Context: an optimization exercise on an open-source flow, tuned for small area and a short achievable clock period. The choices shown serve that exercise and are no tape-out recipe. The RTL was checked by simulation tests, not by an equivalence proof against the original design. Power and IR drop assume default switching activity.

==> v3 <==
## mul32_pipe
module mul32_pipe (
    input  logic               clk,
    input  logic               rst_n,
    input  logic [31:0]        a,
    input  logic [31:0]        b,
    input  logic               mode,    
    output logic [31:0]        hi,
    output logic [31:0]        lo
);
==> flow/config.mk <==
export PLATFORM = sky130hd
export DESIGN_NAME = mul32_pipe
export DESIGN_NICKNAME = mul32_pipe
export VERILOG_FILES = /design/flow/design.v
export SDC_FILE = /design/flow/constraint.sdc
export NUM_CORES = 4
export LEC_CHECK = 0
export ABC_AREA = 1
export CAP_MARGIN = 20
export CORE_MARGIN = 2
export CORE_UTILIZATION = 55
export CTS_CLUSTER_DIAMETER = 70
export CTS_CLUSTER_SIZE = 36
export PLACE_DENSITY = 0.7
export SETUP_SLACK_MARGIN = 4.6
export SLEW_MARGIN = 20
export SYNTH_HIERARCHICAL = 1
==> flow/constraint.sdc <==
create_clock -name core_clock -period 7.0 [get_ports {clk}]
set_input_delay 1.4000 -clock core_clock [delete_from_list [all_inputs] [get_ports {clk}]]
set_output_delay 1.4000 -clock core_clock [all_outputs]
set_load 0.01 [all_outputs]
standard.sh (not shown) runs the stock make flow with config.mk's settings and CLKGATE_MAP_FILE= SYNTH_SCRIPT=/design/flow/synth_recipe.tcl, a recipe that flattens the netlist after the stock synthesis.
==> flow/flow/run.sh <==
#!/bin/bash
# Own flow: the standard layout (standard.sh, unchanged synthesis and
# steps), with the port buffers that placement inserts made plain buf_2
# cells instead of the delay-buffer cells buffer_ports picks by default.
# Repair still resizes them where timing needs it.
set -euo pipefail
cd "$(dirname "$0")/.."
export BUFFER_PORTS_ARGS="-buffer_cell sky130_fd_sc_hd__buf_2"
bash standard.sh finish > standard.log 2>&1
==> inputs of v22, as changes to v3 <==
==> flow/run.sh (new file) <==
#!/bin/bash
# synth_recipe.tcl (not shown) runs the flow's synth.tcl, then flattens the netlist and writes it again
# the make line also repeats each setting of config.mk as NAME=value (left out here)
make -C /OpenROAD-flow-scripts/flow DESIGN_CONFIG=/design/flow/config.mk WORK_HOME=/design/flow/orfs CLKGATE_MAP_FILE= SYNTH_SCRIPT=/design/flow/synth_recipe.tcl finish
CTS_CLUSTER_DIAMETER = 80   (was 70)
CTS_CLUSTER_SIZE = 30   (was 36)
removed: flow/flow/run.sh
removed: flow/standard.sh
==> flow_summary.yaml <==
detailed_routing:
  wirelength_um: 102500
  wl_met3_um: 11860
  wl_met2_um: 45770
power_and_ir_drop:
  peakVddDrop_mv: 0.2845
finish:
  final_cell_mix: "741 x dfxtp_1, 535 x xor2_1, 508 x o22ai_1, 450 x fa_1, 303 x nand2_1"
  inverters: 266
setup_path:
  critical_path.top_delay_family: "flip-flops"
run_status:
  status: "no timing/DRC/antenna violations"
sta:
  timing.hold.ws_ns: 0.3179
That was v3.
==> flow_summary.yaml <==
finish:
  final-nonclk-buf-share: 0.05435
  drive_gt1_frac: 0.1171
  seq_cells: 826
  largest_register_ffs: 320
  inverters: 267
detailed_routing:
  wl_met2_um: 46020
  wl_met3_um: 10950
  wirelength_um: 102000
power_and_ir_drop:
  peakVddDrop_mv: 0.2845
  power-top-group: "combinational logic"
die:
  start_util: 0.5550
setup_path:
  critical_path.top_delay_family: "adder cells"
run_status:
  status: "no timing/DRC/antenna violations"
sta:
  timing.hold.ws_ns: 0.3268
  relSlewSlack: 0.4645
That was v22.

* * *

==> run H: inputs <==
Another version of the RTL of mul32_pipe (not shown whole).
==> flow/config.mk <==
export PLATFORM = sky130hd
export DESIGN_NAME = mul32_pipe
export DESIGN_NICKNAME = mul32_pipe
export VERILOG_FILES = /design/flow/design.v
export SDC_FILE = /design/flow/constraint.sdc
export NUM_CORES = 4
export LEC_CHECK = 0
export ABC_AREA = 1
export CAP_MARGIN = 20
export CORE_MARGIN = 2
export CORE_UTILIZATION = 55
export PLACE_DENSITY = 0.75
export SETUP_SLACK_MARGIN = 4.4
export SLEW_MARGIN = 20
export SYNTH_HIERARCHICAL = 1
==> flow/constraint.sdc <==
create_clock -name core_clock -period 7.0 [get_ports {clk}]
set_input_delay 1.4000 -clock core_clock [delete_from_list [all_inputs] [get_ports {clk}]]
set_output_delay 1.4000 -clock core_clock [all_outputs]
set_load 0.01 [all_outputs]
run.sh (not shown) runs the stock make flow with config.mk's settings and CLKGATE_MAP_FILE= SYNTH_SCRIPT=/design/flow/synth_recipe.tcl, a recipe that flattens the netlist after the stock synthesis.
Stock flow here: none of the scripts above is used.
==> inputs of run M, as changes to run H <==
--- a/flow/config.mk
+++ b/flow/config.mk
@@ -9,7 +9,6 @@
 export CAP_MARGIN = 20
 export CORE_MARGIN = 2
-export CORE_UTILIZATION = 55
-export PLACE_DENSITY = 0.75
-export SETUP_SLACK_MARGIN = 4.4
+export CORE_UTILIZATION = 40
+export SETUP_SLACK_MARGIN = 4.3
 export SLEW_MARGIN = 20
 export SYNTH_HIERARCHICAL = 1
==> notes.md <==
Run H completed with no timing, DRC or antenna violations. Run M completed with no timing, DRC or antenna violations.
Synthesized area is the same in run H and run M.
Die area: run M is higher than run H (about 37%).
Against run H, the power of run M is lower by 0.77%.
Between run H and run M, the lower routed wire length is in run H (gap 5.7%, measured against run M).
Of run M and run H, run H has the higher register-to-register slack (gap 60 ps).
Against run M, the first-iteration DRC count of run H is higher by 37%.
In run H the non-clock buffer count is higher than in run M, by 15.
In sequential cell count, run H and run M do not differ.
==> figures <==
	run M	run H
Share of cell area taken by multi-input logic gates	0.4678	0.4736
Capturing element of the worst setup path	r2_l1[42]	r2_l1[146]
Maximum ir drop on the vdd rail	0.2650 mV	0.2715 mV
Number of inverters outside the clock class in the layout	246	252
Grt met2 use	0.3346	0.4233
Endpoint required time on the critical path	7530 ps	7480 ps
Starting utilization of the core area	0.4041	0.5563
Min Tclk post-route	2714 ps	2652 ps
Finished Core Util	0.4655	0.6378
Final total power	22.35 mW	22.53 mW
Final worst slack	4286 ps	4348 ps
Status	no timing/DRC/antenna violations	no timing/DRC/antenna violations
Power of the sequential group	7.86 mW	7.91 mW
Post-DP Area	42320 um^2	41830 um^2
Cell internal power dissipation	14.34 mW	14.35 mW
Final routed wirelength across all metal layers	110500 um	104200 um
R2R Setup Slk	4290 ps	4350 ps
Antenna diodes	1	3

-- afterwards: timing with drivers on the ports --
How much do the figures lean on ideal ports? The routed layouts below were timed once more, with nothing changed but the port constraints. Step 1 (the two cells are an assumption about what drives the block):
set clk [get_ports {clk}]
set_driving_cell -lib_cell sky130_fd_sc_hd__clkbuf_16 $clk
set_driving_cell -lib_cell sky130_fd_sc_hd__buf_2 [delete_from_list [all_inputs] $clk]
Step 2, shift: input delay + t, output delay - t, t = (earliest + latest rising clock arrival at the registers) / 2. This alone moves slack from input paths to output paths. Three values: ideal ports, drivers, drivers and shift; two values: the first two.
| run | t, ns | setup WS [ns] | clock arrival spread, ns |
|---|---|---|---|
| v3 | 0.700 | 4.494 / 4.427 / 4.510 | 0.043 / 0.043 |
| v22 | 0.670 | 4.530 / 4.464 / 4.119 | 0.044 / 0.044 |
| run H | 0.718 | 4.348 / 4.348 / 3.965 | 0.036 / 0.036 |
| run M | 0.724 | 4.286 / 4.273 / 4.007 | 0.032 / 0.032 |
After both steps setup and hold are still met in every run listed. The setup slack of v22, which loses most, moves by -0.066 ns with the drivers and by -0.411 ns with both steps.
